What follows belongs to an exercise in optimizing a design on an open flow for small area, a short achievable clock period and few clock cycles per item; a production flow would make more cautious choices. At most, simulation tests tie the RTL to the original design; equivalence was not proved. No functional check of the RTL was part of run 1. Power and IR drop assume default switching activity.

[flow/design.v]
package rsti_pkg;
    localparam int MAX_DIGITS = 16;
    localparam int IDX_W      = 4;
    localparam int CNT_W      = 5;
    localparam int VAL_W      = 64;
    localparam int LO_W       = 32;
    localparam int Q_DEPTH    = 2;
    localparam int Q_PTR_W    = 1;
    localparam int Q_CNT_W    = 2;
    localparam logic [7:0] CH_MINUS = 8'h2D;
    localparam logic [7:0] CH_PLUS  = 8'h2B;
    localparam logic [7:0] CH_SPACE = 8'h20;
    localparam logic [7:0] CH_LF    = 8'h0A;
    localparam logic [7:0] CH_TAB   = 8'h09;
    localparam logic [7:0] CH_CR    = 8'h0D;
    localparam logic [7:0] CH_VT    = 8'h0B;
    localparam logic [7:0] CH_FF    = 8'h0C;
    localparam logic [7:0] CH_NUL   = 8'h00;
    localparam logic [1:0] REG_RADIX       = 2'd0;
    localparam logic [1:0] REG_DIGIT_COUNT = 2'd1;
    localparam logic [1:0] REG_DIGITS_LOW  = 2'd2;
    localparam logic [1:0] REG_DIGITS_HIGH = 2'd3;
    localparam logic [4:0]  RST_RADIX       = 5'd10;
    localparam logic [4:0]  RST_DIGIT_COUNT = 5'd10;
    localparam logic [63:0] RST_DIGITS_LOW  = 64'h3736_3534_3332_3130;
    localparam logic [63:0] RST_DIGITS_HIGH = 64'h0000_0000_0000_3938;
    typedef enum logic [1:0] {
        PH_WS   = 2'd0,
        PH_SIGN = 2'd1,
        PH_DIG  = 2'd2,
        PH_DONE = 2'd3
    } t_phase;
    typedef struct packed {
        logic             first;
        logic             space;
        logic             minus;
        logic             plus;
        logic             hit;
        logic [3:0]       idx;
    } t_tok;
    function automatic logic [7:0] booth(input logic [4:0] r);
        logic one0, two0, neg0, one1, two1, neg1, one2, two2;
        one0 = r[0];
        two0 = r[1] && !r[0];
        neg0 = r[1];
        one1 = r[1] ^ r[2];
        two1 = (r[3:1] == 3'b011) || (r[3:1] == 3'b100);
        neg1 = r[3] && !(r[2] && r[1]);
        one2 = r[3] ^ r[4];
        two2 = r[3] && r[4];
        booth = {two2, one2, neg1, two1, one1, neg0, two0, one0};
    endfunction
endpackage
module rsti_front (
    input  logic                        i_clk,
    input  logic                        i_rst_n,
    input  logic                        i_valid,
    output logic                        o_ready,
    input  logic [7:0]                  i_ch,
    input  logic                        i_first,
    input  logic [rsti_pkg::CNT_W-1:0]  i_digit_count,
    input  logic [2*rsti_pkg::VAL_W-1:0] i_alphabet,
    output logic                        o_qvalid,
    output rsti_pkg::t_tok              o_qtok,
    input  logic                        i_qpop
);
    rsti_pkg::t_tok                     w_tok;
    rsti_pkg::t_tok                     r_tok;
    logic                               r_tvalid;
    logic [7:0]                         w_entry;
    logic                               w_big;
    always_comb begin
        w_big       = i_digit_count[4];
        w_tok.first = i_first;
        w_tok.space = (i_ch == rsti_pkg::CH_SPACE) || (i_ch == rsti_pkg::CH_LF) ||
                      (i_ch == rsti_pkg::CH_TAB) || (i_ch == rsti_pkg::CH_CR) ||
                      (i_ch == rsti_pkg::CH_VT) || (i_ch == rsti_pkg::CH_FF);
        w_tok.minus = (i_ch == rsti_pkg::CH_MINUS);
        w_tok.plus  = (i_ch == rsti_pkg::CH_PLUS);
        w_tok.hit   = 1'b0;
        w_tok.idx   = '0;
        w_entry     = '0;
        for (int k = rsti_pkg::MAX_DIGITS - 1; k >= 0; k--) begin
            w_entry = i_alphabet[8*k +: 8];
            if ((w_big || (4'(k) < i_digit_count[3:0])) && (w_entry != rsti_pkg::CH_NUL) &&
                (w_entry == i_ch)) begin
                w_tok.hit = 1'b1;
                w_tok.idx = rsti_pkg::IDX_W'(k);
            end
        end
    end
    assign o_ready  = i_qpop;
    assign o_qvalid = r_tvalid;
    assign o_qtok   = r_tok;
    always_ff @(posedge i_clk) begin
        if (i_qpop) begin
            r_tok <= w_tok;
        end
    end
    always_ff @(posedge i_clk) begin
        if (!i_rst_n) begin
            r_tvalid <= 1'b0;
        end else if (i_qpop) begin
            r_tvalid <= i_valid;
        end
    end
endmodule
module rsti_back (
    input  logic                          i_clk,
    input  logic                          i_rst_n,
    input  logic                          i_qvalid,
    input  rsti_pkg::t_tok                i_qtok,
    output logic                          o_qpop,
    input  logic [7:0]                    i_booth,
    input  logic [4:0]                    i_rm1,
    output logic                          o_valid,
    input  logic                          i_ready,
    output logic signed [rsti_pkg::VAL_W-1:0] o_value
);
    localparam int LO_W = rsti_pkg::LO_W;
    localparam int HI_W = rsti_pkg::VAL_W - LO_W;
    rsti_pkg::t_phase               r_phase;
    rsti_pkg::t_phase               n_phase;
    rsti_pkg::t_phase               w_ph;
    logic                           r_par;
    logic                           n_par;
    logic                           w_par;
    logic [LO_W-1:0]                r_lo;
    logic [HI_W-1:0]                r_hi;
    logic [LO_W-1:0]                w_lo_mac;
    logic                           w_lo_c;
    logic [4:0]                     w_lo_ca;
    logic [4:0]                     w_lo_cb;
    logic [4:0]                     w_carry;
    logic [HI_W-1:0]                w_hi_mac;
    logic [5:0]                     w_f;
    logic [LO_W-1:0]                w_lo_ld;
    logic [HI_W-1:0]                w_hi_ld;
    logic [4:0]                     r_ca;
    logic [4:0]                     r_cb;
    logic                           r_c;
    logic                           r_hmac;
    logic                           r_oval;
    logic                           w_run;
    logic                           w_pop;
    logic                           w_pre;
    logic                           w_emit;
    logic                           w_dig;
    logic                           w_rz;
    logic                           w_mac;
    logic                           w_load;
    assign w_run   = !r_oval || i_ready;
    assign w_pop   = i_qvalid && w_run;
    assign o_qpop  = w_run;
    assign o_valid = r_oval;
    assign o_value = {r_hi, r_lo} ^ {rsti_pkg::VAL_W{r_par}};
    always_comb begin
        w_ph   = i_qtok.first ? rsti_pkg::PH_WS : r_phase;
        w_par  = i_qtok.first ? 1'b0 : r_par;
        w_pre  = (w_ph == rsti_pkg::PH_WS) || (w_ph == rsti_pkg::PH_SIGN);
        w_emit = 1'b0;
        w_dig  = 1'b0;
        n_phase = w_ph;
        n_par   = w_par;
        if (w_ph == rsti_pkg::PH_DONE) begin
            n_phase = rsti_pkg::PH_DONE;
        end else if ((w_ph == rsti_pkg::PH_WS) && i_qtok.space) begin
            n_phase = rsti_pkg::PH_WS;
        end else if (w_pre && i_qtok.minus) begin
            n_phase = rsti_pkg::PH_SIGN;
            n_par   = ~w_par;
        end else if (w_pre && i_qtok.plus) begin
            n_phase = rsti_pkg::PH_SIGN;
        end else if (i_qtok.hit) begin
            w_dig   = 1'b1;
            n_phase = rsti_pkg::PH_DIG;
        end else begin
            w_emit  = 1'b1;
            n_phase = rsti_pkg::PH_DONE;
        end
    end
    always_comb begin
        w_rz    = !(i_booth[0] || i_booth[1] || i_booth[3] || i_booth[4] ||
                    i_booth[6] || i_booth[7]);
        w_mac   = w_dig && !i_qtok.first && !w_rz;
        w_load  = i_qtok.first || (w_pre && i_qtok.minus) || (w_dig && w_rz);
        w_f     = 6'(i_qtok.idx) + (r_par ? 6'(i_rm1) : 6'd0);
        if (w_dig) begin
            w_lo_ld = w_par ? {{(LO_W-4){i_qtok.idx == '0}}, i_qtok.idx - 4'd1}
                            : LO_W'(i_qtok.idx);
            w_hi_ld = {HI_W{w_par && (i_qtok.idx == '0)}};
        end else begin
            w_lo_ld = {LO_W{n_par}};
            w_hi_ld = {HI_W{n_par}};
        end
    end
    rsti_mac_lo u_mac_lo (
        .i_v (r_lo),
        .i_b (i_booth),
        .i_f (w_f),
        .o_y (w_lo_mac),
        .o_c (w_lo_c),
        .o_ca (w_lo_ca),
        .o_cb (w_lo_cb)
    );
    assign w_carry = r_ca + r_cb + 5'(r_c);
    rsti_mac_hi u_mac_hi (
        .i_v (r_hi),
        .i_b (i_booth),
        .i_c (w_carry),
        .o_y (w_hi_mac)
    );
    always_ff @(posedge i_clk) begin
        if (w_pop && w_load) begin
            r_lo <= w_lo_ld;
        end else if (w_pop && w_mac) begin
            r_lo <= w_lo_mac;
        end
        if (w_pop && w_mac) begin
            r_ca <= w_lo_ca;
            r_cb <= w_lo_cb;
            r_c  <= w_lo_c;
        end
        if (w_pop && w_load) begin
            r_hi <= w_hi_ld;
        end else if (w_run && r_hmac) begin
            r_hi <= w_hi_mac;
        end
    end
    always_ff @(posedge i_clk) begin
        if (!i_rst_n) begin
            r_phase <= rsti_pkg::PH_DONE;
            r_par   <= 1'b0;
            r_oval  <= 1'b0;
            r_hmac  <= 1'b0;
        end else begin
            if (w_pop && w_emit) begin
                r_oval <= 1'b1;
            end else if (i_ready) begin
                r_oval <= 1'b0;
            end
            if (w_pop) begin
                r_phase <= n_phase;
                r_par   <= n_par;
            end
            if (w_run) begin
                r_hmac <= w_pop && w_mac;
            end
        end
    end
endmodule
module rsti_mac_lo (
    input  logic [31:0] i_v,
    input  logic [7:0] i_b,
    input  logic [5:0] i_f,
    output logic [31:0] o_y,
    output logic o_c,
    output logic [4:0] o_ca,
    output logic [4:0] o_cb
);
    logic t0;
    logic t1;
    logic t2;
    logic t3;
    logic t4;
    logic t5;
    logic t6;
    logic t7;
    logic t8;
    logic t9;
    logic t10;
    logic t11;
    logic t12;
    logic t13;
    logic t14;
    logic t15;
    logic t16;
    logic t17;
    logic t18;
    logic t19;
    logic t20;
    logic t21;
    logic t22;
    logic t23;
    logic t24;
    logic t25;
    logic t26;
    logic t27;
    logic t28;
    logic t29;
    logic t30;
    logic t31;
    logic t32;
    logic t33;
    logic t34;
    logic t35;
    logic t36;
    logic t37;
    logic t38;
    logic t39;
    logic t40;
    logic t41;
    logic t42;
    logic t43;
    logic t44;
    logic t45;
    logic t46;
    logic t47;
    logic t48;
    logic t49;
    logic t50;
    logic t51;
    logic t52;
    logic t53;
    logic t54;
    logic t55;
    logic t56;
    logic t57;
    logic t58;
    logic t59;
    logic t60;
    logic t61;
    logic t62;
    logic t63;
    logic t64;
    logic t65;
    logic t66;
    logic t67;
    logic t68;
    logic t69;
    logic t70;
    logic t71;
    logic t72;
    logic t73;
    logic t74;
    logic t75;
    logic t76;
    logic t77;
    logic t78;
    logic t79;
    logic t80;
    logic t81;
    logic t82;
    logic t83;
    logic t84;
    logic t85;
    logic t86;
    logic t87;
    logic t88;
    logic t89;
    logic t90;
    logic t91;
    logic t92;
    logic t93;
    logic t94;
    logic t95;
    logic t96;
    logic t97;
    logic t98;
    logic t99;
    logic t100;
    logic t101;
    logic t102;
    logic t103;
    logic t104;
    logic t105;
    logic t106;
    logic t107;
    logic t108;
    logic t109;
    logic t110;
    logic t111;
    logic t112;
    logic t113;
    logic t114;
    logic t115;
    logic t116;
    logic t117;
    logic t118;
    logic t119;
    logic t120;
    logic t121;
    logic t122;
    logic t123;
    logic t124;
    logic t125;
    logic t126;
    logic t127;
    logic t128;
    logic t129;
    logic t130;
    logic t131;
    logic t132;
    logic t133;
    logic t134;
    logic t135;
    logic t136;
    logic t137;
    logic t138;
    logic t139;
    logic t140;
    logic t141;
    logic t142;
    logic t143;
    logic t144;
    logic t145;
    logic t146;
    logic t147;
    logic t148;
    logic t149;
    logic t150;
    logic t151;
    logic t152;
    logic t153;
    logic t154;
    logic t155;
    logic t156;
    logic t157;
    logic t158;
    logic t159;
    logic t160;
    logic t161;
    logic t162;
    logic t163;
    logic t164;
    logic t165;
    logic t166;
    logic t167;
    logic t168;
    logic t169;
    logic t170;
    logic t171;
    logic t172;
    logic t173;
    logic t174;
    logic t175;
    logic t176;
    logic t177;
    logic t178;
    logic t179;
    logic t180;
    logic t181;
    logic t182;
    logic t183;
    logic t184;
    logic t185;
    logic t186;
    logic t187;
    logic t188;
    logic t189;
    logic t190;
    logic t191;
    logic t192;
    logic t193;
    logic t194;
    logic t195;
    logic t196;
    logic t197;
    logic t198;
    logic t199;
    logic t200;
    logic t201;
    logic t202;
    logic t203;
    logic t204;
    logic t205;
    logic t206;
    logic t207;
    logic t208;
    logic t209;
    logic t210;
    logic t211;
    logic t212;
    logic t213;
    logic t214;
    logic t215;
    logic t216;
    logic t217;
    logic t218;
    logic t219;
    logic t220;
    logic t221;
    logic t222;
    logic t223;
    logic t224;
    logic t225;
    logic t226;
    logic t227;
    logic t228;
    logic t229;
    logic t230;
    logic t231;
    logic t232;
    logic t233;
    logic t234;
    logic t235;
    logic t236;
    logic t237;
    logic t238;
    logic t239;
    logic t240;
    logic t241;
    logic t242;
    assign t0 = ((i_b[0] & i_v[0])) ^ i_b[2];
    assign t1 = ((i_b[0] & i_v[1]) | (i_b[1] & i_v[0])) ^ i_b[2];
    assign t2 = ((i_b[0] & i_v[2]) | (i_b[1] & i_v[1])) ^ i_b[2];
    assign t3 = ((i_b[0] & i_v[3]) | (i_b[1] & i_v[2])) ^ i_b[2];
    assign t4 = ((i_b[0] & i_v[4]) | (i_b[1] & i_v[3])) ^ i_b[2];
    assign t5 = ((i_b[0] & i_v[5]) | (i_b[1] & i_v[4])) ^ i_b[2];
    assign t6 = ((i_b[0] & i_v[6]) | (i_b[1] & i_v[5])) ^ i_b[2];
    assign t7 = ((i_b[0] & i_v[7]) | (i_b[1] & i_v[6])) ^ i_b[2];
    assign t8 = ((i_b[0] & i_v[8]) | (i_b[1] & i_v[7])) ^ i_b[2];
    assign t9 = ((i_b[0] & i_v[9]) | (i_b[1] & i_v[8])) ^ i_b[2];
    assign t10 = ((i_b[0] & i_v[10]) | (i_b[1] & i_v[9])) ^ i_b[2];
    assign t11 = ((i_b[0] & i_v[11]) | (i_b[1] & i_v[10])) ^ i_b[2];
    assign t12 = ((i_b[0] & i_v[12]) | (i_b[1] & i_v[11])) ^ i_b[2];
    assign t13 = ((i_b[0] & i_v[13]) | (i_b[1] & i_v[12])) ^ i_b[2];
    assign t14 = ((i_b[0] & i_v[14]) | (i_b[1] & i_v[13])) ^ i_b[2];
    assign t15 = ((i_b[0] & i_v[15]) | (i_b[1] & i_v[14])) ^ i_b[2];
    assign t16 = ((i_b[0] & i_v[16]) | (i_b[1] & i_v[15])) ^ i_b[2];
    assign t17 = ((i_b[0] & i_v[17]) | (i_b[1] & i_v[16])) ^ i_b[2];
    assign t18 = ((i_b[0] & i_v[18]) | (i_b[1] & i_v[17])) ^ i_b[2];
    assign t19 = ((i_b[0] & i_v[19]) | (i_b[1] & i_v[18])) ^ i_b[2];
    assign t20 = ((i_b[0] & i_v[20]) | (i_b[1] & i_v[19])) ^ i_b[2];
    assign t21 = ((i_b[0] & i_v[21]) | (i_b[1] & i_v[20])) ^ i_b[2];
    assign t22 = ((i_b[0] & i_v[22]) | (i_b[1] & i_v[21])) ^ i_b[2];
    assign t23 = ((i_b[0] & i_v[23]) | (i_b[1] & i_v[22])) ^ i_b[2];
    assign t24 = ((i_b[0] & i_v[24]) | (i_b[1] & i_v[23])) ^ i_b[2];
    assign t25 = ((i_b[0] & i_v[25]) | (i_b[1] & i_v[24])) ^ i_b[2];
    assign t26 = ((i_b[0] & i_v[26]) | (i_b[1] & i_v[25])) ^ i_b[2];
    assign t27 = ((i_b[0] & i_v[27]) | (i_b[1] & i_v[26])) ^ i_b[2];
    assign t28 = ((i_b[0] & i_v[28]) | (i_b[1] & i_v[27])) ^ i_b[2];
    assign t29 = ((i_b[0] & i_v[29]) | (i_b[1] & i_v[28])) ^ i_b[2];
    assign t30 = ((i_b[0] & i_v[30]) | (i_b[1] & i_v[29])) ^ i_b[2];
    assign t31 = ((i_b[0] & i_v[31]) | (i_b[1] & i_v[30])) ^ i_b[2];
    assign t32 = ((i_b[1] & i_v[31])) ^ i_b[2];
    assign t33 = ((i_b[3] & i_v[0])) ^ i_b[5];
    assign t34 = ((i_b[3] & i_v[1]) | (i_b[4] & i_v[0])) ^ i_b[5];
    assign t35 = ((i_b[3] & i_v[2]) | (i_b[4] & i_v[1])) ^ i_b[5];
    assign t36 = ((i_b[3] & i_v[3]) | (i_b[4] & i_v[2])) ^ i_b[5];
    assign t37 = ((i_b[3] & i_v[4]) | (i_b[4] & i_v[3])) ^ i_b[5];
    assign t38 = ((i_b[3] & i_v[5]) | (i_b[4] & i_v[4])) ^ i_b[5];
    assign t39 = ((i_b[3] & i_v[6]) | (i_b[4] & i_v[5])) ^ i_b[5];
    assign t40 = ((i_b[3] & i_v[7]) | (i_b[4] & i_v[6])) ^ i_b[5];
    assign t41 = ((i_b[3] & i_v[8]) | (i_b[4] & i_v[7])) ^ i_b[5];
    assign t42 = ((i_b[3] & i_v[9]) | (i_b[4] & i_v[8])) ^ i_b[5];
    assign t43 = ((i_b[3] & i_v[10]) | (i_b[4] & i_v[9])) ^ i_b[5];
    assign t44 = ((i_b[3] & i_v[11]) | (i_b[4] & i_v[10])) ^ i_b[5];
    assign t45 = ((i_b[3] & i_v[12]) | (i_b[4] & i_v[11])) ^ i_b[5];
    assign t46 = ((i_b[3] & i_v[13]) | (i_b[4] & i_v[12])) ^ i_b[5];
    assign t47 = ((i_b[3] & i_v[14]) | (i_b[4] & i_v[13])) ^ i_b[5];
    assign t48 = ((i_b[3] & i_v[15]) | (i_b[4] & i_v[14])) ^ i_b[5];
    assign t49 = ((i_b[3] & i_v[16]) | (i_b[4] & i_v[15])) ^ i_b[5];
    assign t50 = ((i_b[3] & i_v[17]) | (i_b[4] & i_v[16])) ^ i_b[5];
    assign t51 = ((i_b[3] & i_v[18]) | (i_b[4] & i_v[17])) ^ i_b[5];
    assign t52 = ((i_b[3] & i_v[19]) | (i_b[4] & i_v[18])) ^ i_b[5];
    assign t53 = ((i_b[3] & i_v[20]) | (i_b[4] & i_v[19])) ^ i_b[5];
    assign t54 = ((i_b[3] & i_v[21]) | (i_b[4] & i_v[20])) ^ i_b[5];
    assign t55 = ((i_b[3] & i_v[22]) | (i_b[4] & i_v[21])) ^ i_b[5];
    assign t56 = ((i_b[3] & i_v[23]) | (i_b[4] & i_v[22])) ^ i_b[5];
    assign t57 = ((i_b[3] & i_v[24]) | (i_b[4] & i_v[23])) ^ i_b[5];
    assign t58 = ((i_b[3] & i_v[25]) | (i_b[4] & i_v[24])) ^ i_b[5];
    assign t59 = ((i_b[3] & i_v[26]) | (i_b[4] & i_v[25])) ^ i_b[5];
    assign t60 = ((i_b[3] & i_v[27]) | (i_b[4] & i_v[26])) ^ i_b[5];
    assign t61 = ((i_b[3] & i_v[28]) | (i_b[4] & i_v[27])) ^ i_b[5];
    assign t62 = ((i_b[3] & i_v[29]) | (i_b[4] & i_v[28])) ^ i_b[5];
    assign t63 = ((i_b[3] & i_v[30]) | (i_b[4] & i_v[29])) ^ i_b[5];
    assign t64 = ((i_b[3] & i_v[31]) | (i_b[4] & i_v[30])) ^ i_b[5];
    assign t65 = ((i_b[4] & i_v[31])) ^ i_b[5];
    assign t66 = (i_b[6] & i_v[0]);
    assign t67 = (i_b[6] & i_v[1]) | (i_b[7] & i_v[0]);
    assign t68 = (i_b[6] & i_v[2]) | (i_b[7] & i_v[1]);
    assign t69 = (i_b[6] & i_v[3]) | (i_b[7] & i_v[2]);
    assign t70 = (i_b[6] & i_v[4]) | (i_b[7] & i_v[3]);
    assign t71 = (i_b[6] & i_v[5]) | (i_b[7] & i_v[4]);
    assign t72 = (i_b[6] & i_v[6]) | (i_b[7] & i_v[5]);
    assign t73 = (i_b[6] & i_v[7]) | (i_b[7] & i_v[6]);
    assign t74 = (i_b[6] & i_v[8]) | (i_b[7] & i_v[7]);
    assign t75 = (i_b[6] & i_v[9]) | (i_b[7] & i_v[8]);
    assign t76 = (i_b[6] & i_v[10]) | (i_b[7] & i_v[9]);
    assign t77 = (i_b[6] & i_v[11]) | (i_b[7] & i_v[10]);
    assign t78 = (i_b[6] & i_v[12]) | (i_b[7] & i_v[11]);
    assign t79 = (i_b[6] & i_v[13]) | (i_b[7] & i_v[12]);
    assign t80 = (i_b[6] & i_v[14]) | (i_b[7] & i_v[13]);
    assign t81 = (i_b[6] & i_v[15]) | (i_b[7] & i_v[14]);
    assign t82 = (i_b[6] & i_v[16]) | (i_b[7] & i_v[15]);
    assign t83 = (i_b[6] & i_v[17]) | (i_b[7] & i_v[16]);
    assign t84 = (i_b[6] & i_v[18]) | (i_b[7] & i_v[17]);
    assign t85 = (i_b[6] & i_v[19]) | (i_b[7] & i_v[18]);
    assign t86 = (i_b[6] & i_v[20]) | (i_b[7] & i_v[19]);
    assign t87 = (i_b[6] & i_v[21]) | (i_b[7] & i_v[20]);
    assign t88 = (i_b[6] & i_v[22]) | (i_b[7] & i_v[21]);
    assign t89 = (i_b[6] & i_v[23]) | (i_b[7] & i_v[22]);
    assign t90 = (i_b[6] & i_v[24]) | (i_b[7] & i_v[23]);
    assign t91 = (i_b[6] & i_v[25]) | (i_b[7] & i_v[24]);
    assign t92 = (i_b[6] & i_v[26]) | (i_b[7] & i_v[25]);
    assign t93 = (i_b[6] & i_v[27]) | (i_b[7] & i_v[26]);
    assign t94 = (i_b[6] & i_v[28]) | (i_b[7] & i_v[27]);
    assign t95 = (i_b[6] & i_v[29]) | (i_b[7] & i_v[28]);
    assign t96 = (i_b[6] & i_v[30]) | (i_b[7] & i_v[29]);
    assign t97 = (i_b[6] & i_v[31]) | (i_b[7] & i_v[30]);
    assign t98 = (i_b[7] & i_v[31]);
    assign t99 = t2 ^ t33;
    assign t100 = t2 & t33;
    assign t101 = t3 ^ t34;
    assign t102 = t3 & t34;
    assign t103 = t4 ^ t35 ^ t66;
    assign t104 = (t4 & t35) | (t4 & t66) | (t35 & t66);
    assign t105 = t5 ^ t36 ^ t67;
    assign t106 = (t5 & t36) | (t5 & t67) | (t36 & t67);
    assign t107 = t6 ^ t37;
    assign t108 = t6 & t37;
    assign t109 = t7 ^ t38;
    assign t110 = t7 & t38;
    assign t111 = t8 ^ t39;
    assign t112 = t8 & t39;
    assign t113 = t9 ^ t40;
    assign t114 = t9 & t40;
    assign t115 = t10 ^ t41;
    assign t116 = t10 & t41;
    assign t117 = t11 ^ t42;
    assign t118 = t11 & t42;
    assign t119 = t12 ^ t43;
    assign t120 = t12 & t43;
    assign t121 = t13 ^ t44;
    assign t122 = t13 & t44;
    assign t123 = t14 ^ t45;
    assign t124 = t14 & t45;
    assign t125 = t15 ^ t46;
    assign t126 = t15 & t46;
    assign t127 = t16 ^ t47;
    assign t128 = t16 & t47;
    assign t129 = t17 ^ t48;
    assign t130 = t17 & t48;
    assign t131 = t18 ^ t49;
    assign t132 = t18 & t49;
    assign t133 = t19 ^ t50;
    assign t134 = t19 & t50;
    assign t135 = t20 ^ t51;
    assign t136 = t20 & t51;
    assign t137 = t21 ^ t52;
    assign t138 = t21 & t52;
    assign t139 = t22 ^ t53;
    assign t140 = t22 & t53;
    assign t141 = t23 ^ t54;
    assign t142 = t23 & t54;
    assign t143 = t24 ^ t55;
    assign t144 = t24 & t55;
    assign t145 = t25 ^ t56;
    assign t146 = t25 & t56;
    assign t147 = t26 ^ t57;
    assign t148 = t26 & t57;
    assign t149 = t27 ^ t58;
    assign t150 = t27 & t58;
    assign t151 = t28 ^ t59;
    assign t152 = t28 & t59;
    assign t153 = t29 ^ t60;
    assign t154 = t29 & t60;
    assign t155 = t30 ^ t61;
    assign t156 = t30 & t61;
    assign t157 = t31 ^ t62;
    assign t158 = t31 & t62;
    assign t159 = t32 ^ t63;
    assign t160 = t32 & t63;
    assign t161 = i_b[2] ^ t64;
    assign t162 = i_b[2] & t64;
    assign t163 = i_b[2] ^ t65;
    assign t164 = i_b[2] & t65;
    assign t165 = i_b[2] ^ i_b[5];
    assign t166 = i_b[2] & i_b[5];
    assign t167 = i_b[2] ^ i_b[5];
    assign t168 = i_b[2] & i_b[5];
    assign t169 = t0 ^ i_b[2];
    assign t170 = t0 & i_b[2];
    assign t171 = t1 ^ i_f[1];
    assign t172 = t1 & i_f[1];
    assign t173 = t99 ^ i_b[5] ^ i_f[2];
    assign t174 = (t99 & i_b[5]) | (t99 & i_f[2]) | (i_b[5] & i_f[2]);
    assign t175 = t100 ^ t101 ^ i_f[3];
    assign t176 = (t100 & t101) | (t100 & i_f[3]) | (t101 & i_f[3]);
    assign t177 = t102 ^ t103 ^ i_f[4];
    assign t178 = (t102 & t103) | (t102 & i_f[4]) | (t103 & i_f[4]);
    assign t179 = t104 ^ t105 ^ i_f[5];
    assign t180 = (t104 & t105) | (t104 & i_f[5]) | (t105 & i_f[5]);
    assign t181 = t106 ^ t107 ^ t68;
    assign t182 = (t106 & t107) | (t106 & t68) | (t107 & t68);
    assign t183 = t108 ^ t109 ^ t69;
    assign t184 = (t108 & t109) | (t108 & t69) | (t109 & t69);
    assign t185 = t110 ^ t111 ^ t70;
    assign t186 = (t110 & t111) | (t110 & t70) | (t111 & t70);
    assign t187 = t112 ^ t113 ^ t71;
    assign t188 = (t112 & t113) | (t112 & t71) | (t113 & t71);
    assign t189 = t114 ^ t115 ^ t72;
    assign t190 = (t114 & t115) | (t114 & t72) | (t115 & t72);
    assign t191 = t116 ^ t117 ^ t73;
    assign t192 = (t116 & t117) | (t116 & t73) | (t117 & t73);
    assign t193 = t118 ^ t119 ^ t74;
    assign t194 = (t118 & t119) | (t118 & t74) | (t119 & t74);
    assign t195 = t120 ^ t121 ^ t75;
    assign t196 = (t120 & t121) | (t120 & t75) | (t121 & t75);
    assign t197 = t122 ^ t123 ^ t76;
    assign t198 = (t122 & t123) | (t122 & t76) | (t123 & t76);
    assign t199 = t124 ^ t125 ^ t77;
    assign t200 = (t124 & t125) | (t124 & t77) | (t125 & t77);
    assign t201 = t126 ^ t127 ^ t78;
    assign t202 = (t126 & t127) | (t126 & t78) | (t127 & t78);
    assign t203 = t128 ^ t129 ^ t79;
    assign t204 = (t128 & t129) | (t128 & t79) | (t129 & t79);
    assign t205 = t130 ^ t131 ^ t80;
    assign t206 = (t130 & t131) | (t130 & t80) | (t131 & t80);
    assign t207 = t132 ^ t133 ^ t81;
    assign t208 = (t132 & t133) | (t132 & t81) | (t133 & t81);
    assign t209 = t134 ^ t135 ^ t82;
    assign t210 = (t134 & t135) | (t134 & t82) | (t135 & t82);
    assign t211 = t136 ^ t137 ^ t83;
    assign t212 = (t136 & t137) | (t136 & t83) | (t137 & t83);
    assign t213 = t138 ^ t139 ^ t84;
    assign t214 = (t138 & t139) | (t138 & t84) | (t139 & t84);
    assign t215 = t140 ^ t141 ^ t85;
    assign t216 = (t140 & t141) | (t140 & t85) | (t141 & t85);
    assign t217 = t142 ^ t143 ^ t86;
    assign t218 = (t142 & t143) | (t142 & t86) | (t143 & t86);
    assign t219 = t144 ^ t145 ^ t87;
    assign t220 = (t144 & t145) | (t144 & t87) | (t145 & t87);
    assign t221 = t146 ^ t147 ^ t88;
    assign t222 = (t146 & t147) | (t146 & t88) | (t147 & t88);
    assign t223 = t148 ^ t149 ^ t89;
    assign t224 = (t148 & t149) | (t148 & t89) | (t149 & t89);
    assign t225 = t150 ^ t151 ^ t90;
    assign t226 = (t150 & t151) | (t150 & t90) | (t151 & t90);
    assign t227 = t152 ^ t153 ^ t91;
    assign t228 = (t152 & t153) | (t152 & t91) | (t153 & t91);
    assign t229 = t154 ^ t155 ^ t92;
    assign t230 = (t154 & t155) | (t154 & t92) | (t155 & t92);
    assign t231 = t156 ^ t157 ^ t93;
    assign t232 = (t156 & t157) | (t156 & t93) | (t157 & t93);
    assign t233 = t158 ^ t159 ^ t94;
    assign t234 = (t158 & t159) | (t158 & t94) | (t159 & t94);
    assign t235 = t160 ^ t161 ^ t95;
    assign t236 = (t160 & t161) | (t160 & t95) | (t161 & t95);
    assign t237 = t162 ^ t163 ^ t96;
    assign t238 = (t162 & t163) | (t162 & t96) | (t163 & t96);
    assign t239 = t164 ^ t165 ^ t97;
    assign t240 = (t164 & t165) | (t164 & t97) | (t165 & t97);
    assign t241 = t166 ^ t167 ^ t98;
    assign t242 = (t166 & t167) | (t166 & t98) | (t167 & t98);
    assign {o_c, o_y} = {1'b0, t230, t228, t226, t224, t222, t220, t218, t216, t214, t212, t210, t208, t206, t204, t202, t200, t198, t196, t194, t192, t190, t188, t186, t184, t182, t180, t178, t176, t174, t172, t170, t169} + {1'b0, t231, t229, t227, t225, t223, t221, t219, t217, t215, t213, t211, t209, t207, t205, t203, t201, t199, t197, t195, t193, t191, t189, t187, t185, t183, t181, t179, t177, t175, t173, t171, i_f[0]};
    assign o_ca = {t240, t238, t236, t234, t232};
    assign o_cb = {t241, t239, t237, t235, t233};
endmodule
module rsti_mac_hi (
    input  logic [31:0] i_v,
    input  logic [7:0] i_b,
    input  logic [4:0] i_c,
    output logic [31:0] o_y
);
    logic t0;
    logic t1;
    logic t2;
    logic t3;
    logic t4;
    logic t5;
    logic t6;
    logic t7;
    logic t8;
    logic t9;
    logic t10;
    logic t11;
    logic t12;
    logic t13;
    logic t14;
    logic t15;
    logic t16;
    logic t17;
    logic t18;
    logic t19;
    logic t20;
    logic t21;
    logic t22;
    logic t23;
    logic t24;
    logic t25;
    logic t26;
    logic t27;
    logic t28;
    logic t29;
    logic t30;
    logic t31;
    logic t32;
    logic t33;
    logic t34;
    logic t35;
    logic t36;
    logic t37;
    logic t38;
    logic t39;
    logic t40;
    logic t41;
    logic t42;
    logic t43;
    logic t44;
    logic t45;
    logic t46;
    logic t47;
    logic t48;
    logic t49;
    logic t50;
    logic t51;
    logic t52;
    logic t53;
    logic t54;
    logic t55;
    logic t56;
    logic t57;
    logic t58;
    logic t59;
    logic t60;
    logic t61;
    logic t62;
    logic t63;
    logic t64;
    logic t65;
    logic t66;
    logic t67;
    logic t68;
    logic t69;
    logic t70;
    logic t71;
    logic t72;
    logic t73;
    logic t74;
    logic t75;
    logic t76;
    logic t77;
    logic t78;
    logic t79;
    logic t80;
    logic t81;
    logic t82;
    logic t83;
    logic t84;
    logic t85;
    logic t86;
    logic t87;
    logic t88;
    logic t89;
    logic t90;
    logic t91;
    logic t92;
    logic t93;
    logic t94;
    logic t95;
    logic t96;
    logic t97;
    logic t98;
    logic t99;
    logic t100;
    logic t101;
    logic t102;
    logic t103;
    logic t104;
    logic t105;
    logic t106;
    logic t107;
    logic t108;
    logic t109;
    logic t110;
    logic t111;
    logic t112;
    logic t113;
    logic t114;
    logic t115;
    logic t116;
    logic t117;
    logic t118;
    logic t119;
    logic t120;
    logic t121;
    logic t122;
    logic t123;
    logic t124;
    logic t125;
    logic t126;
    logic t127;
    logic t128;
    logic t129;
    logic t130;
    logic t131;
    logic t132;
    logic t133;
    logic t134;
    logic t135;
    logic t136;
    logic t137;
    logic t138;
    logic t139;
    logic t140;
    logic t141;
    logic t142;
    logic t143;
    logic t144;
    logic t145;
    logic t146;
    logic t147;
    logic t148;
    logic t149;
    logic t150;
    logic t151;
    logic t152;
    logic t153;
    logic t154;
    logic t155;
    logic t156;
    logic t157;
    logic t158;
    logic t159;
    logic t160;
    logic t161;
    logic t162;
    logic t163;
    logic t164;
    logic t165;
    logic t166;
    logic t167;
    logic t168;
    logic t169;
    logic t170;
    logic t171;
    logic t172;
    logic t173;
    logic t174;
    logic t175;
    logic t176;
    logic t177;
    logic t178;
    logic t179;
    logic t180;
    logic t181;
    logic t182;
    logic t183;
    logic t184;
    logic t185;
    logic t186;
    logic t187;
    logic t188;
    logic t189;
    logic t190;
    logic t191;
    logic t192;
    logic t193;
    logic t194;
    logic t195;
    logic t196;
    logic t197;
    logic t198;
    logic t199;
    logic t200;
    logic t201;
    logic t202;
    logic t203;
    logic t204;
    logic t205;
    logic t206;
    logic t207;
    logic t208;
    logic t209;
    logic t210;
    logic t211;
    logic t212;
    logic t213;
    assign t0 = ((i_b[0] & i_v[0])) ^ i_b[2];
    assign t1 = ((i_b[0] & i_v[1]) | (i_b[1] & i_v[0])) ^ i_b[2];
    assign t2 = ((i_b[0] & i_v[2]) | (i_b[1] & i_v[1])) ^ i_b[2];
    assign t3 = ((i_b[0] & i_v[3]) | (i_b[1] & i_v[2])) ^ i_b[2];
    assign t4 = ((i_b[0] & i_v[4]) | (i_b[1] & i_v[3])) ^ i_b[2];
    assign t5 = ((i_b[0] & i_v[5]) | (i_b[1] & i_v[4])) ^ i_b[2];
    assign t6 = ((i_b[0] & i_v[6]) | (i_b[1] & i_v[5])) ^ i_b[2];
    assign t7 = ((i_b[0] & i_v[7]) | (i_b[1] & i_v[6])) ^ i_b[2];
    assign t8 = ((i_b[0] & i_v[8]) | (i_b[1] & i_v[7])) ^ i_b[2];
    assign t9 = ((i_b[0] & i_v[9]) | (i_b[1] & i_v[8])) ^ i_b[2];
    assign t10 = ((i_b[0] & i_v[10]) | (i_b[1] & i_v[9])) ^ i_b[2];
    assign t11 = ((i_b[0] & i_v[11]) | (i_b[1] & i_v[10])) ^ i_b[2];
    assign t12 = ((i_b[0] & i_v[12]) | (i_b[1] & i_v[11])) ^ i_b[2];
    assign t13 = ((i_b[0] & i_v[13]) | (i_b[1] & i_v[12])) ^ i_b[2];
    assign t14 = ((i_b[0] & i_v[14]) | (i_b[1] & i_v[13])) ^ i_b[2];
    assign t15 = ((i_b[0] & i_v[15]) | (i_b[1] & i_v[14])) ^ i_b[2];
    assign t16 = ((i_b[0] & i_v[16]) | (i_b[1] & i_v[15])) ^ i_b[2];
    assign t17 = ((i_b[0] & i_v[17]) | (i_b[1] & i_v[16])) ^ i_b[2];
    assign t18 = ((i_b[0] & i_v[18]) | (i_b[1] & i_v[17])) ^ i_b[2];
    assign t19 = ((i_b[0] & i_v[19]) | (i_b[1] & i_v[18])) ^ i_b[2];
    assign t20 = ((i_b[0] & i_v[20]) | (i_b[1] & i_v[19])) ^ i_b[2];
    assign t21 = ((i_b[0] & i_v[21]) | (i_b[1] & i_v[20])) ^ i_b[2];
    assign t22 = ((i_b[0] & i_v[22]) | (i_b[1] & i_v[21])) ^ i_b[2];
    assign t23 = ((i_b[0] & i_v[23]) | (i_b[1] & i_v[22])) ^ i_b[2];
    assign t24 = ((i_b[0] & i_v[24]) | (i_b[1] & i_v[23])) ^ i_b[2];
    assign t25 = ((i_b[0] & i_v[25]) | (i_b[1] & i_v[24])) ^ i_b[2];
    assign t26 = ((i_b[0] & i_v[26]) | (i_b[1] & i_v[25])) ^ i_b[2];
    assign t27 = ((i_b[0] & i_v[27]) | (i_b[1] & i_v[26])) ^ i_b[2];
    assign t28 = ((i_b[0] & i_v[28]) | (i_b[1] & i_v[27])) ^ i_b[2];
    assign t29 = ((i_b[0] & i_v[29]) | (i_b[1] & i_v[28])) ^ i_b[2];
    assign t30 = ((i_b[0] & i_v[30]) | (i_b[1] & i_v[29])) ^ i_b[2];
    assign t31 = ((i_b[0] & i_v[31]) | (i_b[1] & i_v[30])) ^ i_b[2];
    assign t32 = ((i_b[3] & i_v[0])) ^ i_b[5];
    assign t33 = ((i_b[3] & i_v[1]) | (i_b[4] & i_v[0])) ^ i_b[5];
    assign t34 = ((i_b[3] & i_v[2]) | (i_b[4] & i_v[1])) ^ i_b[5];
    assign t35 = ((i_b[3] & i_v[3]) | (i_b[4] & i_v[2])) ^ i_b[5];
    assign t36 = ((i_b[3] & i_v[4]) | (i_b[4] & i_v[3])) ^ i_b[5];
    assign t37 = ((i_b[3] & i_v[5]) | (i_b[4] & i_v[4])) ^ i_b[5];
    assign t38 = ((i_b[3] & i_v[6]) | (i_b[4] & i_v[5])) ^ i_b[5];
    assign t39 = ((i_b[3] & i_v[7]) | (i_b[4] & i_v[6])) ^ i_b[5];
    assign t40 = ((i_b[3] & i_v[8]) | (i_b[4] & i_v[7])) ^ i_b[5];
    assign t41 = ((i_b[3] & i_v[9]) | (i_b[4] & i_v[8])) ^ i_b[5];
    assign t42 = ((i_b[3] & i_v[10]) | (i_b[4] & i_v[9])) ^ i_b[5];
    assign t43 = ((i_b[3] & i_v[11]) | (i_b[4] & i_v[10])) ^ i_b[5];
    assign t44 = ((i_b[3] & i_v[12]) | (i_b[4] & i_v[11])) ^ i_b[5];
    assign t45 = ((i_b[3] & i_v[13]) | (i_b[4] & i_v[12])) ^ i_b[5];
    assign t46 = ((i_b[3] & i_v[14]) | (i_b[4] & i_v[13])) ^ i_b[5];
    assign t47 = ((i_b[3] & i_v[15]) | (i_b[4] & i_v[14])) ^ i_b[5];
    assign t48 = ((i_b[3] & i_v[16]) | (i_b[4] & i_v[15])) ^ i_b[5];
    assign t49 = ((i_b[3] & i_v[17]) | (i_b[4] & i_v[16])) ^ i_b[5];
    assign t50 = ((i_b[3] & i_v[18]) | (i_b[4] & i_v[17])) ^ i_b[5];
    assign t51 = ((i_b[3] & i_v[19]) | (i_b[4] & i_v[18])) ^ i_b[5];
    assign t52 = ((i_b[3] & i_v[20]) | (i_b[4] & i_v[19])) ^ i_b[5];
    assign t53 = ((i_b[3] & i_v[21]) | (i_b[4] & i_v[20])) ^ i_b[5];
    assign t54 = ((i_b[3] & i_v[22]) | (i_b[4] & i_v[21])) ^ i_b[5];
    assign t55 = ((i_b[3] & i_v[23]) | (i_b[4] & i_v[22])) ^ i_b[5];
    assign t56 = ((i_b[3] & i_v[24]) | (i_b[4] & i_v[23])) ^ i_b[5];
    assign t57 = ((i_b[3] & i_v[25]) | (i_b[4] & i_v[24])) ^ i_b[5];
    assign t58 = ((i_b[3] & i_v[26]) | (i_b[4] & i_v[25])) ^ i_b[5];
    assign t59 = ((i_b[3] & i_v[27]) | (i_b[4] & i_v[26])) ^ i_b[5];
    assign t60 = ((i_b[3] & i_v[28]) | (i_b[4] & i_v[27])) ^ i_b[5];
    assign t61 = ((i_b[3] & i_v[29]) | (i_b[4] & i_v[28])) ^ i_b[5];
    assign t62 = (i_b[6] & i_v[0]);
    assign t63 = (i_b[6] & i_v[1]) | (i_b[7] & i_v[0]);
    assign t64 = (i_b[6] & i_v[2]) | (i_b[7] & i_v[1]);
    assign t65 = (i_b[6] & i_v[3]) | (i_b[7] & i_v[2]);
    assign t66 = (i_b[6] & i_v[4]) | (i_b[7] & i_v[3]);
    assign t67 = (i_b[6] & i_v[5]) | (i_b[7] & i_v[4]);
    assign t68 = (i_b[6] & i_v[6]) | (i_b[7] & i_v[5]);
    assign t69 = (i_b[6] & i_v[7]) | (i_b[7] & i_v[6]);
    assign t70 = (i_b[6] & i_v[8]) | (i_b[7] & i_v[7]);
    assign t71 = (i_b[6] & i_v[9]) | (i_b[7] & i_v[8]);
    assign t72 = (i_b[6] & i_v[10]) | (i_b[7] & i_v[9]);
    assign t73 = (i_b[6] & i_v[11]) | (i_b[7] & i_v[10]);
    assign t74 = (i_b[6] & i_v[12]) | (i_b[7] & i_v[11]);
    assign t75 = (i_b[6] & i_v[13]) | (i_b[7] & i_v[12]);
    assign t76 = (i_b[6] & i_v[14]) | (i_b[7] & i_v[13]);
    assign t77 = (i_b[6] & i_v[15]) | (i_b[7] & i_v[14]);
    assign t78 = (i_b[6] & i_v[16]) | (i_b[7] & i_v[15]);
    assign t79 = (i_b[6] & i_v[17]) | (i_b[7] & i_v[16]);
    assign t80 = (i_b[6] & i_v[18]) | (i_b[7] & i_v[17]);
    assign t81 = (i_b[6] & i_v[19]) | (i_b[7] & i_v[18]);
    assign t82 = (i_b[6] & i_v[20]) | (i_b[7] & i_v[19]);
    assign t83 = (i_b[6] & i_v[21]) | (i_b[7] & i_v[20]);
    assign t84 = (i_b[6] & i_v[22]) | (i_b[7] & i_v[21]);
    assign t85 = (i_b[6] & i_v[23]) | (i_b[7] & i_v[22]);
    assign t86 = (i_b[6] & i_v[24]) | (i_b[7] & i_v[23]);
    assign t87 = (i_b[6] & i_v[25]) | (i_b[7] & i_v[24]);
    assign t88 = (i_b[6] & i_v[26]) | (i_b[7] & i_v[25]);
    assign t89 = (i_b[6] & i_v[27]) | (i_b[7] & i_v[26]);
    assign t90 = t2 ^ t32;
    assign t91 = t2 & t32;
    assign t92 = t3 ^ t33;
    assign t93 = t3 & t33;
    assign t94 = t4 ^ t34 ^ t62;
    assign t95 = (t4 & t34) | (t4 & t62) | (t34 & t62);
    assign t96 = t5 ^ t35;
    assign t97 = t5 & t35;
    assign t98 = t6 ^ t36;
    assign t99 = t6 & t36;
    assign t100 = t7 ^ t37;
    assign t101 = t7 & t37;
    assign t102 = t8 ^ t38;
    assign t103 = t8 & t38;
    assign t104 = t9 ^ t39;
    assign t105 = t9 & t39;
    assign t106 = t10 ^ t40;
    assign t107 = t10 & t40;
    assign t108 = t11 ^ t41;
    assign t109 = t11 & t41;
    assign t110 = t12 ^ t42;
    assign t111 = t12 & t42;
    assign t112 = t13 ^ t43;
    assign t113 = t13 & t43;
    assign t114 = t14 ^ t44;
    assign t115 = t14 & t44;
    assign t116 = t15 ^ t45;
    assign t117 = t15 & t45;
    assign t118 = t16 ^ t46;
    assign t119 = t16 & t46;
    assign t120 = t17 ^ t47;
    assign t121 = t17 & t47;
    assign t122 = t18 ^ t48;
    assign t123 = t18 & t48;
    assign t124 = t19 ^ t49;
    assign t125 = t19 & t49;
    assign t126 = t20 ^ t50;
    assign t127 = t20 & t50;
    assign t128 = t21 ^ t51;
    assign t129 = t21 & t51;
    assign t130 = t22 ^ t52;
    assign t131 = t22 & t52;
    assign t132 = t23 ^ t53;
    assign t133 = t23 & t53;
    assign t134 = t24 ^ t54;
    assign t135 = t24 & t54;
    assign t136 = t25 ^ t55;
    assign t137 = t25 & t55;
    assign t138 = t26 ^ t56;
    assign t139 = t26 & t56;
    assign t140 = t27 ^ t57;
    assign t141 = t27 & t57;
    assign t142 = t28 ^ t58;
    assign t143 = t28 & t58;
    assign t144 = t29 ^ t59;
    assign t145 = t29 & t59;
    assign t146 = t30 ^ t60;
    assign t147 = t30 & t60;
    assign t148 = t31 ^ t61;
    assign t149 = t31 & t61;
    assign t150 = t0 ^ i_b[2];
    assign t151 = t0 & i_b[2];
    assign t152 = t1 ^ i_c[1];
    assign t153 = t1 & i_c[1];
    assign t154 = t90 ^ i_b[5] ^ i_c[2];
    assign t155 = (t90 & i_b[5]) | (t90 & i_c[2]) | (i_b[5] & i_c[2]);
    assign t156 = t91 ^ t92 ^ i_c[3];
    assign t157 = (t91 & t92) | (t91 & i_c[3]) | (t92 & i_c[3]);
    assign t158 = t93 ^ t94 ^ i_c[4];
    assign t159 = (t93 & t94) | (t93 & i_c[4]) | (t94 & i_c[4]);
    assign t160 = t95 ^ t96 ^ t63;
    assign t161 = (t95 & t96) | (t95 & t63) | (t96 & t63);
    assign t162 = t97 ^ t98 ^ t64;
    assign t163 = (t97 & t98) | (t97 & t64) | (t98 & t64);
    assign t164 = t99 ^ t100 ^ t65;
    assign t165 = (t99 & t100) | (t99 & t65) | (t100 & t65);
    assign t166 = t101 ^ t102 ^ t66;
    assign t167 = (t101 & t102) | (t101 & t66) | (t102 & t66);
    assign t168 = t103 ^ t104 ^ t67;
    assign t169 = (t103 & t104) | (t103 & t67) | (t104 & t67);
    assign t170 = t105 ^ t106 ^ t68;
    assign t171 = (t105 & t106) | (t105 & t68) | (t106 & t68);
    assign t172 = t107 ^ t108 ^ t69;
    assign t173 = (t107 & t108) | (t107 & t69) | (t108 & t69);
    assign t174 = t109 ^ t110 ^ t70;
    assign t175 = (t109 & t110) | (t109 & t70) | (t110 & t70);
    assign t176 = t111 ^ t112 ^ t71;
    assign t177 = (t111 & t112) | (t111 & t71) | (t112 & t71);
    assign t178 = t113 ^ t114 ^ t72;
    assign t179 = (t113 & t114) | (t113 & t72) | (t114 & t72);
    assign t180 = t115 ^ t116 ^ t73;
    assign t181 = (t115 & t116) | (t115 & t73) | (t116 & t73);
    assign t182 = t117 ^ t118 ^ t74;
    assign t183 = (t117 & t118) | (t117 & t74) | (t118 & t74);
    assign t184 = t119 ^ t120 ^ t75;
    assign t185 = (t119 & t120) | (t119 & t75) | (t120 & t75);
    assign t186 = t121 ^ t122 ^ t76;
    assign t187 = (t121 & t122) | (t121 & t76) | (t122 & t76);
    assign t188 = t123 ^ t124 ^ t77;
    assign t189 = (t123 & t124) | (t123 & t77) | (t124 & t77);
    assign t190 = t125 ^ t126 ^ t78;
    assign t191 = (t125 & t126) | (t125 & t78) | (t126 & t78);
    assign t192 = t127 ^ t128 ^ t79;
    assign t193 = (t127 & t128) | (t127 & t79) | (t128 & t79);
    assign t194 = t129 ^ t130 ^ t80;
    assign t195 = (t129 & t130) | (t129 & t80) | (t130 & t80);
    assign t196 = t131 ^ t132 ^ t81;
    assign t197 = (t131 & t132) | (t131 & t81) | (t132 & t81);
    assign t198 = t133 ^ t134 ^ t82;
    assign t199 = (t133 & t134) | (t133 & t82) | (t134 & t82);
    assign t200 = t135 ^ t136 ^ t83;
    assign t201 = (t135 & t136) | (t135 & t83) | (t136 & t83);
    assign t202 = t137 ^ t138 ^ t84;
    assign t203 = (t137 & t138) | (t137 & t84) | (t138 & t84);
    assign t204 = t139 ^ t140 ^ t85;
    assign t205 = (t139 & t140) | (t139 & t85) | (t140 & t85);
    assign t206 = t141 ^ t142 ^ t86;
    assign t207 = (t141 & t142) | (t141 & t86) | (t142 & t86);
    assign t208 = t143 ^ t144 ^ t87;
    assign t209 = (t143 & t144) | (t143 & t87) | (t144 & t87);
    assign t210 = t145 ^ t146 ^ t88;
    assign t211 = (t145 & t146) | (t145 & t88) | (t146 & t88);
    assign t212 = t147 ^ t148 ^ t89;
    assign t213 = (t147 & t148) | (t147 & t89) | (t148 & t89);
    assign o_y = {t211, t209, t207, t205, t203, t201, t199, t197, t195, t193, t191, t189, t187, t185, t183, t181, t179, t177, t175, t173, t171, t169, t167, t165, t163, t161, t159, t157, t155, t153, t151, t150} + {t212, t210, t208, t206, t204, t202, t200, t198, t196, t194, t192, t190, t188, t186, t184, t182, t180, t178, t176, t174, t172, t170, t168, t166, t164, t162, t160, t158, t156, t154, t152, i_c[0]};
endmodule
module radix_string_to_integer_unit (
    input  logic                              i_clk,
    input  logic                              i_rst_n,
    input  logic                              i_valid,
    output logic                              o_ready,
    input  logic [7:0]                        i_ch,
    input  logic                              i_first,
    output logic                              o_valid,
    input  logic                              i_ready,
    output logic signed [rsti_pkg::VAL_W-1:0] o_value,
    input  logic                              i_cfg_we,
    input  logic [1:0]                        i_cfg_idx,
    input  logic [rsti_pkg::VAL_W-1:0]        i_cfg_data
);
    logic [7:0]                  r_booth;
    logic [4:0]                  r_rm1;
    logic [rsti_pkg::CNT_W-1:0]  r_digit_count;
    logic [rsti_pkg::VAL_W-1:0]  r_digits_low;
    logic [rsti_pkg::VAL_W-1:0]  r_digits_high;
    logic                        w_qvalid;
    rsti_pkg::t_tok              w_qtok;
    logic                        w_qpop;
    always_ff @(posedge i_clk) begin
        if (!i_rst_n) begin
            r_booth       <= rsti_pkg::booth(rsti_pkg::RST_RADIX);
            r_rm1         <= rsti_pkg::RST_RADIX - 5'd1;
            r_digit_count <= rsti_pkg::RST_DIGIT_COUNT;
            r_digits_low  <= rsti_pkg::RST_DIGITS_LOW;
            r_digits_high <= rsti_pkg::RST_DIGITS_HIGH;
        end else if (i_cfg_we) begin
            case (i_cfg_idx)
                rsti_pkg::REG_RADIX: begin
                    r_booth <= rsti_pkg::booth(i_cfg_data[4:0]);
                    r_rm1   <= i_cfg_data[4:0] - 5'd1;
                end
                rsti_pkg::REG_DIGIT_COUNT: r_digit_count <= i_cfg_data[4:0];
                rsti_pkg::REG_DIGITS_LOW:  r_digits_low  <= i_cfg_data;
                rsti_pkg::REG_DIGITS_HIGH: r_digits_high <= i_cfg_data;
                default: begin
                end
            endcase
        end
    end
    rsti_front u_front (
        .i_clk         (i_clk),
        .i_rst_n       (i_rst_n),
        .i_valid       (i_valid),
        .o_ready       (o_ready),
        .i_ch          (i_ch),
        .i_first       (i_first),
        .i_digit_count (r_digit_count),
        .i_alphabet    ({r_digits_high, r_digits_low}),
        .o_qvalid      (w_qvalid),
        .o_qtok        (w_qtok),
        .i_qpop        (w_qpop)
    );
    rsti_back u_back (
        .i_clk    (i_clk),
        .i_rst_n  (i_rst_n),
        .i_qvalid (w_qvalid),
        .i_qtok   (w_qtok),
        .o_qpop   (w_qpop),
        .i_booth  (r_booth),
        .i_rm1    (r_rm1),
        .o_valid  (o_valid),
        .i_ready  (i_ready),
        .o_value  (o_value)
    );
endmodule
[flow/run.sh]
#!/bin/bash
# synth_recipe.tcl (not shown) runs the flow's synth.tcl, then flattens the netlist and writes it again
# the make line also repeats each setting of config.mk as NAME=value (left out here)
make -C /OpenROAD-flow-scripts/flow DESIGN_CONFIG=/design/flow/config.mk WORK_HOME=/design/flow/orfs CLKGATE_MAP_FILE= SYNTH_SCRIPT=/design/flow/synth_recipe.tcl finish
[flow/config.mk]
export PLATFORM = sky130hd
export DESIGN_NAME = radix_string_to_integer_unit
export DESIGN_NICKNAME = radix_string_to_integer_unit
export VERILOG_FILES = /design/flow/design.v
export SDC_FILE = /design/flow/constraint.sdc
export NUM_CORES = 4
export LEC_CHECK = 0
export CAP_MARGIN = 20
export CORE_MARGIN = 2
export CORE_UTILIZATION = 40
export CTS_BUF_LIST = sky130_fd_sc_hd__clkbuf_4 sky130_fd_sc_hd__clkbuf_8
export PLACE_DENSITY = 0.6
export SETUP_SLACK_MARGIN = 2.0
export SLEW_MARGIN = 20
[flow/constraint.sdc]
create_clock -name core_clock -period 6.5 [get_ports {i_clk}]
set_input_delay 1.3000 -clock core_clock [delete_from_list [all_inputs] [get_ports {i_clk}]]
set_output_delay 1.3000 -clock core_clock [all_outputs]
set_load 0.01 [all_outputs]
==> results_dict.tcl, run 1 <==
set metrics [dict create \
    power.leakage_nw 9.747 \
    ys_warn_count 3 \
    syn_area_um2 20170 \
    synth_top_family_by_area "compound AO/OA/AOI/OAI gates" \
    hold_buffers 0 \
    slew_violations 0 \
    cpMaxStageDelayCell "fa_2" \
    setup_slack_ns 2.103 \
    ys_async_sr_fraction_pct 0 \
    drive_gt1_share_pct 11.09 \
    grt_pass1_wl_mm 94.34 \
    synth_top_area_cell "dfxtp_1" \
    synth_nets 2589 \
    final_nets 2671 \
    post_drt_wl_per_cell_um 19.42 \
    core_um2 49970 \
    fin_crit_ns 4.397 \
    n_antenna_cell 0 \
    power_density_nw_per_um2 694.3 \
    fill_cells 4770 \
    drc_errors 0 \
    setup_viol 0 \
    synth_edf_count 84 \
    initial_core_util_pct 40.36 \
    syn2layout_area_growth_pct 18.76 \
    grt_max_degree 78 \
    rsz0062_at_grt "yes" \
    synth_area_per_cell_um2 8.768 \
    ant_nets 0 \
    die_w_um 228.5 \
    wl_mm 59.99 \
    fin_crit_sh_pct 67.65 \
    yosys.area.top_type_share_pct 15.09 \
    clock_skew_ns 0.05457 \
    dr_total_vias 17448 \
    die-area_um2 52230 \
    synth-simple-area-share_pct 13.59 \
    antenna_found_initial 1 \
    arrival_ns 4.76 \
    cts_tree "yes" \
    synth_mux_area_share_pct 0.2482 \
    synth_xor_area_share_pct 16.20 \
    die_y_um 228.5 \
    synth_fa_ha_area_share_pct 15.57 \
    path_cells "fa_2 > inv_2 > fa_2 > inv_1 > a21o_1 > a21oi_2 > xnor2_2 > fa_2 > ha_4 > o21ai_2 > nor2_4 > o41ai_4 > a221o_2 > a211oi_4 > a211oi_2 > o41a_1 > xor2_1 > o21ai_1" \
    netlist-cell-type-count 83 \
    crit_path_frequent_cell "fa_2" \
    cts_htree_levels 2 \
    worst_pin_slew_ns 1.101 \
    synthTopCellsByArea "dfxtp_1 15%, edfxtp_1 13%, xnor2_1 8.9%" \
    gp_congestion 0.8476 \
    end_kind "flop" \
    synthFlopType "dfxtp_1" \
    avgViaCountPerCell 5.648 \
    ir_drop_uv 396.0 \
    ys_seq_area_share_pct 27.60 \
    grt_pass1_vias 17315 \
    tns_ns 0 \
    fmax_ghz 0.2274 \
    hold_class "reg2reg" \
    finalInstanceArea_um2 23950 \
    overflow 0 \
    netlist_instances 2300 \
    place_area_um2 21970 \
    drt-initial-drc-count 1194 \
    path_class "reg2reg" \
    clock_sinks 236 \
    clk_pin_slew_ns 0.06 \
    hold_viol_final 0 \
    row_count 82 \
    post-dp-hpwl_mm 40.53 \
    required_ns 6.86 \
    cts_buffer_depth 3 \
    max_stage_delay_ns 0.51 \
    insertion_delay_ns 0.66 \
    drv_cap 0 \
    status "no timing/DRC/antenna violations" \
    yosys_register_bits 236 \
    cp_max_fo 4 \
    post-place-ws_ns 1.295 \
    startpoint_type "flop" \
    synth_compound_area_share_pct 21.78 \
    clock-root-buffer "clkbuf_8" \
    first_pass_iters 5 \
    slew-limit-headroom_pct 26.35 \
    portBuffers 145 \
    cts_buffers 45 \
    grt_usage_pct 22.26 \
    top_level_ports 146 \
]
cells in the final DEF (no fill, tap or decap), types with 10 or more instances in the layout:
cell type	synthesis	routed
a21boi_0	98	98
a21o_1	35	35
a21oi_1	88	81
a22o_1	56	56
a22oi_1	127	123
and2_1	13	12
and3_1	12	11
buf_4	0	80
clkbuf_4	0	11
clkbuf_8	0	53
clkdlybuf4s50_1	0	144
dfxtp_1	152	143
edfxtp_1	84	84
fa_1	70	66
ha_1	139	130
inv_1	55	54
nand2_1	327	326
nand3_1	53	52
nand4_1	11	11
nor2_1	57	55
nor2b_1	14	14
nor3_1	29	29
nor4_1	36	35
o21ai_0	94	87
o21bai_1	10	10
xnor2_1	204	201
xor2_1	169	169
sequential cells by signal (all words and copies together), names as in the netlist:
name              flops
r_digit_count         5
u_front.r_tvalid      1
r_booth               8
u_back.r_hi          32
u_back.r_lo          32
r_digits_low         64
u_back.r_par          1
u_back.r_ca           5
u_back.r_oval         1
u_back.r_cb           5
u_front.r_tok         9
r_rm1                 5
r_digits_high        64
u_back.r_c            1
u_back.r_phase        2
u_back.r_hmac         1
logic make-up (layout without fill, tap and decap cells):
kind of cell | Yosys count | after routing
AO/OA/AOI/OAI | 616 | 616
AND/OR/NAND/NOR | 600 | 600
XOR/XNOR | 373 | 373
buffers and inverters | 261 | 378
flip-flops | 236 | 236
adder cells (fa/ha/maj) | 209 | 209
multiplexers | 5 | 5
cell type report:
cell class	count	area (um^2)	area share (%)
multi-input cells	1803	13950	58.26
repair buffers	240	2290	9.561
clock inverters	18	246.5	1.029
flip-flops and latches	236	5597	23.37
well taps	672	840.8	3.511
clock buffers	64	812.0	3.391
inverters	56	211.5	0.8829
timing repair:
action,4_1_cts,5_1_grt
setup buffers,19,41
pin swaps,16,34
endpoints found under the setup margin,37,26
resized for setup,30,55
per-layer routing:
layer / GRT usage, % / part of all wire, % / routed length (um) / up-vias
met5: 0 / 0 / 0 / -
met4: 8.252 / 3.2 / 1908 / 0
met3: 3.930 / 5.8 / 3499 / 127
met2: 38.43 / 49 / 29230 / 585
met1: 27.70 / 42 / 25350 / 8470
li1: - / - / - / 8266
cells in the mapped netlist, types with 11 or more instances:
library cell	n
nand2_1	327
xnor2_1	204
clkbuf_1	170
xor2_1	169
dfxtp_1	152
ha_1	139
a22oi_1	127
a21boi_0	98
o21ai_0	94
a21oi_1	88
edfxtp_1	84
fa_1	70
nor2_1	57
a22o_1	56
inv_1	55
nand3_1	53
nor4_1	36
a21o_1	35
nor3_1	29
buf_1	26
a211oi_1	16
nor2b_1	14
and2_1	13
a31oi_1	12
and3_1	12
nand4_1	11
metrics by stage:
step                instances  hold WS (ns)  power (mW)  util, %
finish                   3089        0.4836       16.63    47.93
detailed placement       2947        0.4749       13.69    43.96
global route             3089        0.5114       18.12    47.93
global placement         2947        0.4653       13.49    43.96
CTS                      3048        0.4848       15.77    46.83
floorplan                2300        0.4470       11.21        -
worst paths after layout:
path	from	endpoint	slack, ns	depth (start not counted)
worst max-delay path	u_back.r_c$_DFFE_PP_	u_back.r_hi[30]$_DFFE_PP_	2.10	18
worst min-delay path	r_digits_low[18]$_SDFFE_PN0P_	r_digits_low[18]$_SDFFE_PN0P_	0.48	2
worst max register to register	u_back.r_c$_DFFE_PP_	u_back.r_hi[30]$_DFFE_PP_	2.10	18
worst min register to register	r_digits_low[18]$_SDFFE_PN0P_	r_digits_low[18]$_SDFFE_PN0P_	0.48	2
where the power goes:
group | switching [mW] | internal, mW | total [mW] | leakage, nW
clock | 0.731 | 1.02 | 1.75 | 0.558
sequential | 0.483 | 2.31 | 2.80 | 2.04
combinational | 6.32 | 5.77 | 12.1 | 7.15
total | 7.53 | 9.10 | 16.6 | 9.75
critical path: cells and delay by family (launching register included):
family	cells	cell delay (ns)
compound gates	9	1.72
fa+ha+maj	4	1.44
flops	1	0.41
xor+xnor	2	0.31
simple gates	1	0.13
buf+inv	2	0.11
==> run 2, diff against run 1 <==
--- a/flow/design.v
+++ b/flow/design.v
@@ -151,2 +151,9 @@
     logic                           w_load;
+    logic                           w_lo_load;
+    logic                           w_lo_step;
+    logic                           w_lo_keep;
+    logic                           w_hi_step;
+    logic                           w_hi_keep;
+    logic [LO_W-1:0]                w_lo_next;
+    logic [HI_W-1:0]                w_hi_next;
     assign w_run   = !r_oval || i_ready;
@@ -212,18 +219,19 @@
     );
+    always_comb begin
+        w_lo_load = w_pop && w_load;
+        w_lo_step = w_pop && w_mac;
+        w_lo_keep = !(w_lo_load || w_lo_step);
+        w_hi_step = r_hmac && !w_lo_load;
+        w_hi_keep = !(w_lo_load || w_hi_step);
+        w_lo_next = ({LO_W{w_lo_load}} & w_lo_ld) | ({LO_W{w_lo_step}} & w_lo_mac) |
+                    ({LO_W{w_lo_keep}} & r_lo);
+        w_hi_next = ({HI_W{w_lo_load}} & w_hi_ld) | ({HI_W{w_hi_step}} & w_hi_mac) |
+                    ({HI_W{w_hi_keep}} & r_hi);
+    end
     always_ff @(posedge i_clk) begin
-        if (w_pop && w_load) begin
-            r_lo <= w_lo_ld;
-        end else if (w_pop && w_mac) begin
-            r_lo <= w_lo_mac;
-        end
-        if (w_pop && w_mac) begin
-            r_ca <= w_lo_ca;
-            r_cb <= w_lo_cb;
-            r_c  <= w_lo_c;
-        end
-        if (w_pop && w_load) begin
-            r_hi <= w_hi_ld;
-        end else if (w_run && r_hmac) begin
-            r_hi <= w_hi_mac;
-        end
+        r_lo <= w_lo_next;
+        r_hi <= w_hi_next;
+        r_ca <= w_lo_ca;
+        r_cb <= w_lo_cb;
+        r_c  <= w_lo_c;
     end
@@ -245,5 +253,3 @@
             end
-            if (w_run) begin
-                r_hmac <= w_pop && w_mac;
-            end
+            r_hmac <= w_pop && w_mac;
         end
--- a/flow/config.mk
+++ b/flow/config.mk
@@ -10,3 +10,2 @@
 export CORE_UTILIZATION = 40
-export CTS_BUF_LIST = sky130_fd_sc_hd__clkbuf_4 sky130_fd_sc_hd__clkbuf_8
 export PLACE_DENSITY = 0.6
==> run 2 against run 1 <==
Net effect:
- final area down 3.8%
- count of clock-buffer cells in the layout down 26
- critical path depth down 4
- final cell count up 0.58%
- global-route usage up 0.74 points
- via count up 2.5%
- die area down 0.52%
- sequential share of layout area down 2.3 points
- combinational power down 29%
- critical endpoint is now u_back.r_hi[31]$_DFF_P_
- largest power group unchanged
==> results_dict.tcl, run 2 <==
set metrics [dict create \
    status "no timing/DRC/antenna violations" \
    final_cell_mix "342 x nand2_1, 233 x xnor2_1, 218 x dfxtp_1, 144 x clkdlybuf4s50_1, 140 x xor2_1" \
    hold_viol_final 0 \
    wl_mm 61.35 \
    layout_commonest_cell "nand2_1" \
    setup_viol 0 \
    clock-root-buffer "clkbuf_16" \
    synth_area_per_cell_um2 8.292 \
    drive_gt1_share_pct 6.324 \
    die_w_um 227.9 \
    synth.most_common_cell "nand2_1" \
    synthTopCellsByArea "dfxtp_1 23%, xnor2_1 10%, ha_1 8.7%" \
    synth_top_area_cell "dfxtp_1" \
    top_level_ports 146 \
    hold_buffers 0 \
    power_density_nw_per_um2 536.8 \
    ant_nets 0 \
    rsz0062_at_grt "no" \
    ys_seq_area_share_pct 24.00 \
    ys_top_cells_by_count "342 x nand2_1, 233 x xnor2_1, 227 x dfxtp_1" \
    cts_htree_levels 1 \
    hold_class "reg2reg" \
    n_antenna_cell 0 \
    synthFlopType "dfxtp_1" \
    finalInstanceArea_um2 23040 \
    insertion_delay_ns 0.60 \
    reg_top3 "r_digits_high x64, r_digits_low x64" \
    final_nets 2702 \
    tns_ns 0 \
    post-dp-hpwl_mm 42.44 \
    ys_warn_count 3 \
    syn2layout_area_growth_pct 14.86 \
    syn_area_um2 20060 \
    required_ns 6.96 \
    initial_core_util_pct 40.23 \
    startpoint_type "flop" \
    clock_skew_ns 0.03580 \
    ir_drop_uv 269.3 \
    finalPower_mw 12.37 \
    cts_buffers 29 \
    synth_nets 2708 \
    core_um2 49860 \
    grt_max_degree 94 \
    grt_pass1_vias 17439 \
    power.leakage_nw 9.188 \
    cts_tree "yes" \
    antenna_found_initial 0 \
    dr_total_vias 17877 \
    grt_pass1_wl_mm 97.81 \
]
==> run 2: per-layer routing <==
metal	part of all wire (%)	GRT usage [%]	wire length, um
met2	47	38.37	28720
met3	6.8	2.913	4148
met1	44	31.03	26900
met4	2.6	6.944	1576
met5	0	0	0
==> run 2: logic make-up after synthesis <==
logic type               Yosys count  share of synthesized area [%]
AO/OA/AOI/OAI                    652                          22.74
AND/OR/NAND/NOR                  638                          14.59
XOR/XNOR                         373                          16.29
buffers and inverters            291                          5.720
flip-flops                       236                          24.00
adder cells (fa/ha/maj)          209                          15.66
multiplexers                      20                         0.9981
==> run 2: through the flow <==
stage          worst slack (ns)  hold slack (ns)
4_1_cts                   1.950           0.4849
6_report                  2.178           0.4822
3_5_place_dp              1.463           0.4782
2_1_floorplan             2.007           0.4470
5_1_grt                   1.969           0.5035
3_3_place_gp              1.609           0.4693
==> run 2: critical path, stage by stage (launching register included) <==
cell	delay, ns
dfxtp_4	0.52
buf_6	0.35
xnor2_1	0.16
ha_1	0.26
fa_1	0.47
ha_1	0.37
and3_1	0.24
a221oi_1	0.31
o21bai_1	0.19
nor4_2	0.43
nor2_1	0.18
a221oi_2	0.33
a21oi_1	0.14
xnor2_1	0.16
o21ai_0	0.08
==> run 2: power by group <==
part,leakage (nW),switching (mW),internal [mW],total [mW]
sequential,1.97,0.376,1.63,2.00
clock,0.491,0.710,1.00,1.71
combinational,6.73,4.81,3.85,8.65
==> run 2: worst paths after layout <==
path,from,to,slack [ns],cells past startpoint
hold reg to reg,r_digits_high[34]$_SDFFE_PN0P_,r_digits_high[34]$_SDFFE_PN0P_,0.48,2
setup reg to reg,r_booth[5]$_SDFFE_PN1P_,u_back.r_hi[31]$_DFF_P_,2.18,14
setup / recovery,r_booth[5]$_SDFFE_PN1P_,u_back.r_hi[31]$_DFF_P_,2.18,14
hold / removal,r_digits_high[34]$_SDFFE_PN0P_,r_digits_high[34]$_SDFFE_PN0P_,0.48,2
==> run 2: final cells by class <==
cell class | instances | area, um^2
Sequential cell | 236 | 4846
Timing Repair Buffer | 187 | 1842
Tap cell | 672 | 840.8
Multi-Input combinational cell | 1892 | 14270
Inverter | 67 | 251.5
Clock inverter | 15 | 182.7
Clock buffer | 38 | 809.5
Fill cell | 4905 | 26820
==> run 2: what timing repair did <==
action / 4_1_cts / 5_1_grt
buffers inserted: 4 / 5
pin swaps: 0 / 4
setup endpoints to repair: 36 / 35
gates resized for setup: 17 / 20
Testbench counts of run 2, summed over its fixed seeds: cycles 18,815, items 18,783.

Check on run 2: ideal ports give 2.178 ns setup slack; a clkbuf_16 on the clock port and buf_2 on the inputs give 2.178 ns; moving port delays by the midpoint clock arrival (0.633 ns) as well gives 1.799 ns.
